Context: an optimization exercise on an open-source flow, tuned for small area, a short achievable clock period and few clock cycles per item. The choices shown serve that exercise and are no tape-out recipe.
Function was checked by simulation only, so behaviour that the tests miss may differ from the original.
Power and IR drop assume default switching activity.

==> flow/design.v <==
package tsbd_pkg;
    localparam logic [1:0] FMT_RGBA8888 = 2'd0;
    localparam logic [1:0] FMT_RGBA4444 = 2'd1;
    localparam logic [1:0] FMT_RGB565   = 2'd2;
    localparam logic [1:0] FMT_RGBA5551 = 2'd3;
endpackage
module texel_stream_to_bgra_decoder_core (
    input  logic        aclk,
    input  logic        aresetn,
    input  logic        cfg_wr_en,
    input  logic [2:0]  cfg_addr,
    input  logic [13:0] cfg_wdata,
    input  logic        s_valid,
    output logic        s_ready,
    input  logic [31:0] s_texel_word,
    output logic        m_valid,
    input  logic        m_ready,
    output logic [23:0] m_pixel_index,
    output logic [7:0]  m_blue,
    output logic [7:0]  m_green,
    output logic [7:0]  m_red,
    output logic [7:0]  m_alpha,
    output logic        m_image_end
);
    logic [1:0]  fmt_reg;
    logic        tiled_reg;
    logic [11:0] wm1_reg;    
    logic [11:0] hm1_reg;    
    logic [12:0] pm1_reg;    
    logic [12:0] x_reg;
    logic [11:0] y_reg;
    logic [23:0] l_reg;
    logic [23:0] t_reg;
    logic        skid_v;
    logic [31:0] skid_word;
    logic        m_v;
    logic [23:0] m_idx;
    logic [7:0]  m_b, m_g, m_r, m_a;
    logic        m_end;
    logic        cfg_hit, acc, out_free, keep, endp, adv, load_out;
    logic        lend, lwrap, cend, rend, tcend, trend;
    logic [23:0] l_plus_w;
    logic [31:0] src_word;
    logic [7:0]  dec_b, dec_g, dec_r, dec_a;
    assign cfg_hit  = cfg_wr_en && (cfg_addr <= 3'd4);
    assign s_ready  = !skid_v;
    assign acc      = s_valid && !skid_v;
    assign out_free = !m_v || m_ready;
    assign keep = ({1'b0, x_reg} <= {2'b0, wm1_reg}) && (y_reg <= hm1_reg);
    assign endp = (x_reg == {1'b0, wm1_reg}) && (y_reg == hm1_reg);
    assign load_out = out_free && (skid_v || (acc && keep));
    assign adv      = (skid_v && out_free) || (acc && (!keep || out_free));
    assign lend  = (x_reg >= {1'b0, wm1_reg}) && (x_reg >= pm1_reg);
    assign lwrap = (y_reg >= hm1_reg);
    assign cend  = &x_reg[4:0];
    assign rend  = &y_reg[4:0];
    assign tcend = (x_reg[11:5] >= wm1_reg[11:5]);
    assign trend = (y_reg[11:5] >= hm1_reg[11:5]);
    assign l_plus_w = l_reg + {12'd0, wm1_reg} + 24'd1;
    always_ff @(posedge aclk) begin
        if (!aresetn) begin
            fmt_reg   <= 2'd1;
            tiled_reg <= 1'b0;
            wm1_reg   <= '0;
            hm1_reg   <= '0;
            pm1_reg   <= '0;
        end else if (cfg_wr_en) begin
            case (cfg_addr)
                3'd0: fmt_reg   <= cfg_wdata[1:0];
                3'd1: tiled_reg <= cfg_wdata[0];
                3'd2: wm1_reg   <= (cfg_wdata[12:0] == 13'd0) ? 12'd0 :
                                   cfg_wdata[12] ? 12'hFFF : 12'(cfg_wdata[11:0] - 12'd1);
                3'd3: hm1_reg   <= (cfg_wdata[12:0] == 13'd0) ? 12'd0 :
                                   cfg_wdata[12] ? 12'hFFF : 12'(cfg_wdata[11:0] - 12'd1);
                3'd4: pm1_reg   <= (cfg_wdata == 14'd0) ? 13'd0 :
                                   cfg_wdata[13] ? 13'h1FFF : 13'(cfg_wdata[12:0] - 13'd1);
                default: ;
            endcase
        end
    end
    always_ff @(posedge aclk) begin
        if (!aresetn || cfg_hit) begin
            x_reg <= '0;
            y_reg <= '0;
            l_reg <= '0;
            t_reg <= '0;
        end else if (adv) begin
            if (!tiled_reg) begin
                if (lend) begin
                    x_reg <= '0;
                    if (lwrap) begin
                        y_reg <= '0;
                        l_reg <= '0;
                    end else begin
                        y_reg <= y_reg + 12'd1;
                        l_reg <= l_plus_w;
                    end
                end else begin
                    x_reg <= x_reg + 13'd1;
                end
            end else begin
                if (!cend) begin
                    x_reg <= x_reg + 13'd1;
                end else if (!rend) begin
                    x_reg <= {x_reg[12:5], 5'd0};
                    y_reg <= y_reg + 12'd1;
                    l_reg <= l_plus_w;
                end else if (!tcend) begin
                    x_reg <= x_reg + 13'd1;
                    y_reg <= {y_reg[11:5], 5'd0};
                    l_reg <= t_reg;
                end else if (!trend) begin
                    x_reg <= '0;
                    y_reg <= y_reg + 12'd1;
                    l_reg <= l_plus_w;
                    t_reg <= l_plus_w;
                end else begin
                    x_reg <= '0;
                    y_reg <= '0;
                    l_reg <= '0;
                    t_reg <= '0;
                end
            end
        end
    end
    assign src_word = skid_v ? skid_word : s_texel_word;
    always_comb begin
        case (fmt_reg)
            2'd0: begin
                dec_r = src_word[7:0];
                dec_g = src_word[15:8];
                dec_b = src_word[23:16];
                dec_a = src_word[31:24];
            end
            2'd1: begin
                dec_a = {src_word[3:0], src_word[3:0]};
                dec_b = {src_word[7:4], src_word[7:4]};
                dec_g = {src_word[11:8], src_word[11:8]};
                dec_r = {src_word[15:12], src_word[15:12]};
            end
            2'd2: begin
                dec_b = {src_word[4:0], src_word[4:2]};
                dec_g = {src_word[10:5], src_word[10:9]};
                dec_r = {src_word[15:11], src_word[15:13]};
                dec_a = 8'hFF;
            end
            default: begin
                dec_a = src_word[0] ? 8'hFF : 8'h00;
                dec_b = {src_word[5:1], src_word[5:3]};
                dec_g = {src_word[10:6], src_word[10:8]};
                dec_r = {src_word[15:11], src_word[15:13]};
            end
        endcase
    end
    always_ff @(posedge aclk) begin
        if (!aresetn) begin
            skid_v <= 1'b0;
            m_v    <= 1'b0;
        end else begin
            if (skid_v) skid_v <= !out_free;
            else        skid_v <= acc && keep && !out_free;
            if (out_free) m_v <= skid_v || (acc && keep);
        end
    end
    always_ff @(posedge aclk) begin
        if (!skid_v) skid_word <= s_texel_word;
    end
    always_ff @(posedge aclk) begin
        if (load_out) begin
            m_idx <= l_reg + {12'd0, x_reg[11:0]};
            m_end <= endp;
            m_b   <= dec_b;
            m_g   <= dec_g;
            m_r   <= dec_r;
            m_a   <= dec_a;
        end
    end
    assign m_valid       = m_v;
    assign m_pixel_index = m_idx;
    assign m_blue        = m_b;
    assign m_green       = m_g;
    assign m_red         = m_r;
    assign m_alpha       = m_a;
    assign m_image_end   = m_end;
endmodule
export LEC_CHECK = 0
export CAP_MARGIN = 20
export CORE_MARGIN = 2
export CORE_UTILIZATION = 40
export SLEW_MARGIN = 20
create_clock -name core_clock -period 6.5 [get_ports {aclk}]
run.sh (not shown) runs the stock make flow with config.mk's settings and CLKGATE_MAP_FILE= SYNTH_SCRIPT=/design/flow/synth_recipe.tcl, a recipe that flattens the netlist after the stock synthesis.
The first run completed without violations.
Testbench counts at the start, summed over its fixed seeds: cycles 210,358, pixels 165,777.
Rerun with:
SETUP_SLACK_MARGIN = 4.2   (was not set)
Routed wire length increases by 22%.
Clock skew increases by 0.0044 ns.
Non-clock buffer count increases by 100.
Synthesized cell count does not change.
Area after synthesis does not change.
Worst setup slack improves by 0.88 ns.
Count of clock-buffer cells in the layout increases by 8.
Utilization increases by 8.2 points.
Critical path depth decreases by 2.
Die area is unchanged.


Setup of exp/xenon:
Another version of the RTL of texel_stream_to_bgra_decoder_core (not shown whole).
For scale: roughly 1100 cells after synthesis, ~110 I/O pins, ~0.011 sq mm of cells after synthesis.
// texel_stream_to_bgra_decoder_core
module texel_stream_to_bgra_decoder_core (
    input  logic        aclk,
    input  logic        aresetn,
    input  logic        cfg_wr_en,
    input  logic [2:0]  cfg_addr,
    input  logic [13:0] cfg_wdata,
    input  logic        s_valid,
    output logic        s_ready,
    input  logic [31:0] s_texel_word,
    output logic        m_valid,
    input  logic        m_ready,
    output logic [23:0] m_pixel_index,
    output logic [7:0]  m_blue,
    output logic [7:0]  m_green,
    output logic [7:0]  m_red,
    output logic [7:0]  m_alpha,
    output logic        m_image_end
);
export LEC_CHECK = 0
export CAP_MARGIN = 20
export CORE_MARGIN = 2
export CORE_UTILIZATION = 65
export CTS_CLUSTER_DIAMETER = 80
export CTS_CLUSTER_SIZE = 24
export PLACE_DENSITY = 0.75
export SETUP_SLACK_MARGIN = 3.7
export SLEW_MARGIN = 20
create_clock -name core_clock -period 6.5 [get_ports {aclk}]
standard.sh (not shown) runs the stock make flow with config.mk's settings and CLKGATE_MAP_FILE= SYNTH_SCRIPT=/design/flow/synth_recipe.tcl, a recipe that flattens the netlist after the stock synthesis.
==> flow/flow/run.sh <==
#!/bin/bash
# Standard layout, with the port buffers inserted as buf_2 cells.
cp standard.sh standard_sh.log
cp config.mk config_mk.log
export BUFFER_PORTS_ARGS="-buffer_cell sky130_fd_sc_hd__buf_2"
bash standard.sh > standard.log 2>&1
Testbench counts of exp/xenon, summed over its fixed seeds: cycles 210,454, pixels 165,777.
For exp/ember, these inputs were changed with respect to exp/xenon:
- swapping 0.75 for 0.85 in PLACE_DENSITY
- swapping 65 for 75 in CORE_UTILIZATION
- swapping 3.7 for 3.9 in SETUP_SLACK_MARGIN
--- outcome ---
Going from exp/xenon to exp/ember, the met1 usage in global routing was found to have gone up by 6.0 points. Cmp exp/ember vs exp/xenon: layout clock buffer count higher in exp/ember. From exp/xenon to exp/ember the numbers moved as follows: combinational cell power has increased; share of the cycle needed by the critical path after routing now sits lower; routed wire length per instance now sits higher; clock network fraction of total power went down.


job 7769:
Another version of the RTL of texel_stream_to_bgra_decoder_core (not shown whole).
For scale: about 1200 cells after synthesis, ~210 flip-flops, roughly 110 I/O pins.
==> flow/config.mk <==
export PLATFORM = sky130hd
export DESIGN_NAME = texel_stream_to_bgra_decoder_core
export DESIGN_NICKNAME = texel_stream_to_bgra_decoder_core
export VERILOG_FILES = /design/flow/design.v
export SDC_FILE = /design/flow/constraint.sdc
export NUM_CORES = 4
export LEC_CHECK = 0
export CAP_MARGIN = 20
export CORE_MARGIN = 2
export CORE_UTILIZATION = 40
export CTS_CLUSTER_DIAMETER = 80
export CTS_CLUSTER_SIZE = 24
export SETUP_SLACK_MARGIN = 4.0
export SLEW_MARGIN = 20
==> flow/constraint.sdc <==
create_clock -name core_clock -period 6.5 [get_ports {aclk}]
set_input_delay 1.3000 -clock core_clock [delete_from_list [all_inputs] [get_ports {aclk}]]
set_output_delay 1.3000 -clock core_clock [all_outputs]
set_load 0.01 [all_outputs]
Scripts as last shown in full above: flow/flow/run.sh
Testbench counts of job 7769, summed over its fixed seeds: cycles 210,358, pixels 165,777.
Inputs modified between job 7769 and job 2478:
- CORE_UTILIZATION now 65, was 40
- PLACE_DENSITY now 0.75, previously not set
==> results.txt <==
Worst reg-to-reg path cell count in job 2478 vs job 7769: down 2. When job 2478 is measured against job 7769, its register cell area after layout turns out about 0.3% lower. There was hardly any difference in final worst-path cycle share between job 7769 and job 2478. The buffer count excluding the clock tree in the final layout reported for job 2478 is greater than that of job 7769 by 5.6%. Maximum number of pins on one net before global-route repair grows by a few percent when moving from job 7769 to job 2478. Reported for job 2478 and job 7769, sequential cell count of the final layout turned out identical to the last digit.
For job 6165, these inputs were changed with respect to job 2478:
- clearing CTS_CLUSTER_DIAMETER, which used to be 80
- clearing CTS_CLUSTER_SIZE, which used to be 24
- clearing PLACE_DENSITY, which used to be 0.75
- swapping 65 for 40 in CORE_UTILIZATION
==> flow/run.sh (new file) <==
#!/bin/bash
# synth_recipe.tcl (not shown) runs the flow's synth.tcl, then flattens the netlist and writes it again
# the make line also repeats each setting of config.mk as NAME=value (left out here)
make -C /OpenROAD-flow-scripts/flow DESIGN_CONFIG=/design/flow/config.mk WORK_HOME=/design/flow/orfs CLKGATE_MAP_FILE= SYNTH_SCRIPT=/design/flow/synth_recipe.tcl finish
removed: flow/flow/run.sh
removed: flow/standard.sh
Delta (job 6165 minus job 2478): final estimated routing congestion in global placement now sits lower, power after layout now sits higher, wire length now sits higher, die height now sits higher. Comparing job 2478 and job 6165, the lower final area is on job 2478. Job 6165 ends up with lower routing usage on met3 than job 2478 does. Measured against each other, job 2478 and job 6165 differ in core area, the higher figure coming from job 6165. Going from job 2478 to job 6165, total power per unit cell area grows by 18 nW/um^2. STATUS post-route worst setup slack: job 6165 wins against job 2478. Diff job 2478 -> job 6165: final cell count without fillers has increased; post-cts resize count has increased.
Relative to job 6165, the following input files were edited for job 7433:
- CTS_CLUSTER_SIZE: unset -> 24
- CTS_CLUSTER_DIAMETER: unset -> 80
- CAP_MARGIN: 20 -> 0
- TNS_END_PERCENT: unset -> 10
- SETUP_SLACK_MARGIN: 4.0 -> 3.7
- CORE_UTILIZATION: 40 -> 65
- PLACE_DENSITY: unset -> 0.75
- SLEW_MARGIN: 20 -> 0
==> flow/flow/run.sh (new file) <==
#!/bin/bash
# Standard layout, with the port buffers inserted as buf_2 cells.
cp standard.sh standard_sh.log
cp config.mk config_mk.log
export BUFFER_PORTS_ARGS="-buffer_cell sky130_fd_sc_hd__buf_2"
bash standard.sh > standard.log 2>&1
==> flow/standard.sh (new file) <==
#!/bin/bash
# synth_recipe.tcl (not shown) runs the flow's synth.tcl, then flattens the netlist and writes it again
# the make line also repeats each setting of config.mk as NAME=value (left out here)
make -C /OpenROAD-flow-scripts/flow DESIGN_CONFIG=/design/flow/config.mk WORK_HOME=/design/flow/orfs CLKGATE_MAP_FILE= SYNTH_SCRIPT=/design/flow/synth_recipe.tcl "${@:-finish}"
removed: flow/run.sh
[summary]
Job 7433 ended up with a lower data required time at the worst endpoint than job 6165 did. Job 7433 vs job 6165: final worst setup slack down. Of the two values seen for source of the critical timing path, cfg_wdata[5] was produced by job 6165 and wm1_reg[6]$_SDFFE_PN0P_ by job 7433. Going from job 6165 to job 7433, worst-case headroom to the max-slew limit now sits lower; initial core utilization now sits higher.
> inputs changed (job 7433 -> job 7513)
- SLEW_MARGIN changed from 0 to 20
- TNS_END_PERCENT removed (was 10)
- CAP_MARGIN changed from 0 to 20
- SETUP_SLACK_MARGIN changed from 3.7 to 3.4
[summary]
From job 7433 to job 7513 the numbers moved as follows: number of standard-cell rows in the floorplan about even, worst path arrival time rose 210 ps. Diff job 7433 -> job 7513: utilization went down 0.44 points, top fanout value on the critical path went up 2. Total power: job 7513 below job 7433. Hold slack: job 7433 vs job 7513 — no meaningful difference. On job 7513: time the final worst path needs with I/O delays and setup is 220 ps higher than what job 7433 gave.
Modified inputs, job 7582 compared to job 7513
- CORE_UTILIZATION now 40, was 65
- PLACE_DENSITY no longer set, was 0.75
- SETUP_SLACK_MARGIN now 4.4, was 3.4
Notes after the runs:
- Job 7582 ended up with a higher non-clock buffer count than job 7513 did.
- Between job 7582 and job 7513, it is job 7582 whose setup slack of the critical path after layout is higher, by 420 ps.
- Compared with job 7513, job 7582 shows part of the total power dissipated in the clock network lower by 2.1 points.
- In the metrics for job 7513 and job 7582, the one carrying the lower highest achievable clock rate is job 7513.
- A classification of the worst setup path of reg -> reg is what job 7513 shows, while in -> reg belongs to job 7582.
- Going from job 7513 to job 7582, internal portion of total power shows an increase of about 12%; routed wire length shows an increase of about 34%.
- Diff job 7513 -> job 7582: worst hold slack grew by 8.4 ps, minimum clock period after layout moved down.
- Max share of post-route cells with drive strength above 1 across job 7513 and job 7582: job 7582
- Job 7582 against job 7513; post-route total power is up by more than 10%.
- Looking at die area across job 7513 and job 7582, the one that comes out lower is job 7513.


RTL: one of the versions met above, not the one the previous note started from.
For scale: about 1100 cells after synthesis, about 220 flip-flops, roughly 11000 µm² of cells after synthesis.
==> flow/config.mk <==
export PLATFORM = sky130hd
export DESIGN_NAME = texel_stream_to_bgra_decoder_core
export DESIGN_NICKNAME = texel_stream_to_bgra_decoder_core
export VERILOG_FILES = /design/flow/design.v
export SDC_FILE = /design/flow/constraint.sdc
export NUM_CORES = 4
export LEC_CHECK = 0
export CAP_MARGIN = 20
export CORE_MARGIN = 2
export CORE_UTILIZATION = 65
export CTS_CLUSTER_DIAMETER = 80
export CTS_CLUSTER_SIZE = 24
export PLACE_DENSITY = 0.75
export SETUP_SLACK_MARGIN = 3.9
export SLEW_MARGIN = 20
==> flow/constraint.sdc <==
create_clock -name core_clock -period 6.5 [get_ports {aclk}]
set_input_delay 1.3000 -clock core_clock [delete_from_list [all_inputs] [get_ports {aclk}]]
set_output_delay 1.3000 -clock core_clock [all_outputs]
set_load 0.01 [all_outputs]
==> flow/flow/run.sh <==
#!/bin/bash
# Standard layout, with the port buffers inserted as buf_1 cells.
cp standard.sh standard_sh.log
cp config.mk config_mk.log
export BUFFER_PORTS_ARGS="-buffer_cell sky130_fd_sc_hd__buf_1"
bash standard.sh > standard.log 2>&1
Testbench counts at the start, summed over its fixed seeds: cycles 210,454, pixels 165,777.
Rerun with:
==> flow/flow/run.sh (replaced) <==
#!/bin/bash
# Standard layout, with the port buffers inserted as buf_2 cells.
cp standard.sh standard_sh.log
cp config.mk config_mk.log
export BUFFER_PORTS_ARGS="-buffer_cell sky130_fd_sc_hd__buf_2"
bash standard.sh > standard.log 2>&1
- CORE_UTILIZATION: 65 -> 55
- PLACE_DENSITY: 0.75 -> 0.7
- SETUP_SLACK_MARGIN: 3.9 -> 3.8
After rerunning: The new run ran to the end with no violations; power came out higher by 0.84%; synthesized area does not change; final area stays flat.
Rerun with:
- CORE_UTILIZATION: 55 -> 65
- PLACE_DENSITY: 0.7 -> 0.75
Outcome:
- The changed run passed the timing, design-rule and antenna checks
- via count barely changes
- worst hold slack hardly moves
- first-iteration DRC count drops by 7.9%

what the ideal ports hide:
In the flow no input, the clock included, has a driving cell. The finished layouts below were timed again as built, in two steps. Step 1, drivers: a clkbuf_16 drives aclk and a buf_2 each remaining input, both assumed. Step 2 also shifts input and output timing later by t, the mid clock arrival at the registers, as if the neighbouring blocks saw the same clock. Slacks: ideal ports / drivers / drivers and shift; pairs: ideal ports / drivers.
run	t, ns	setup slack, ns	hold WS [ns]	latest minus earliest clock arrival (ns)	worst register clock-pin slew, ns
the first run of note 1	0.563	2.638 / 2.638 / 2.265	0.450 / 0.450 / 0.450	0.012 / 0.012	0.06 / 0.06
the second run of note 1	0.568	3.523 / 3.534 / 2.966	0.453 / 0.453 / 0.453	0.016 / 0.016	0.07 / 0.07
exp/xenon	0.514	3.808 / 3.808 / 3.338	0.458 / 0.458 / 0.458	0.022 / 0.021	0.10 / 0.10
exp/ember	0.500	3.827 / 3.835 / 3.335	0.462 / 0.462 / 0.462	0.024 / 0.024	0.10 / 0.10
job 7769	0.524	3.897 / 3.912 / 3.387	0.459 / 0.459 / 0.459	0.016 / 0.017	0.10 / 0.10
job 2478	0.518	3.902 / 3.913 / 3.395	0.471 / 0.471 / 0.471	0.018 / 0.019	0.10 / 0.10
job 6165	0.572	3.909 / 3.920 / 3.348	0.454 / 0.454 / 0.454	0.018 / 0.018	0.06 / 0.06
job 7433	0.520	3.689 / 3.689 / 3.258	0.462 / 0.462 / 0.462	0.025 / 0.025	0.10 / 0.10
job 7513	0.517	3.469 / 3.469 / 3.133	0.463 / 0.463 / 0.463	0.023 / 0.024	0.10 / 0.10
job 7582	0.532	3.885 / 3.896 / 3.364	0.471 / 0.471 / 0.471	0.018 / 0.017	0.10 / 0.10
the first run of note 4	0.510	3.907 / 3.912 / 3.402	0.452 / 0.452 / 0.452	0.029 / 0.029	0.10 / 0.10
the second run of note 4	0.522	3.909 / 3.909 / 3.426	0.457 / 0.457 / 0.457	0.043 / 0.043	0.10 / 0.10
the third run of note 4	0.518	3.906 / 3.906 / 3.466	0.454 / 0.454 / 0.454	0.019 / 0.019	0.10 / 0.10
After both steps every run listed still meets setup and hold. The setup slack of job 6165, which loses most, moves by +0.011 ns with the drivers and by -0.561 ns with both steps.
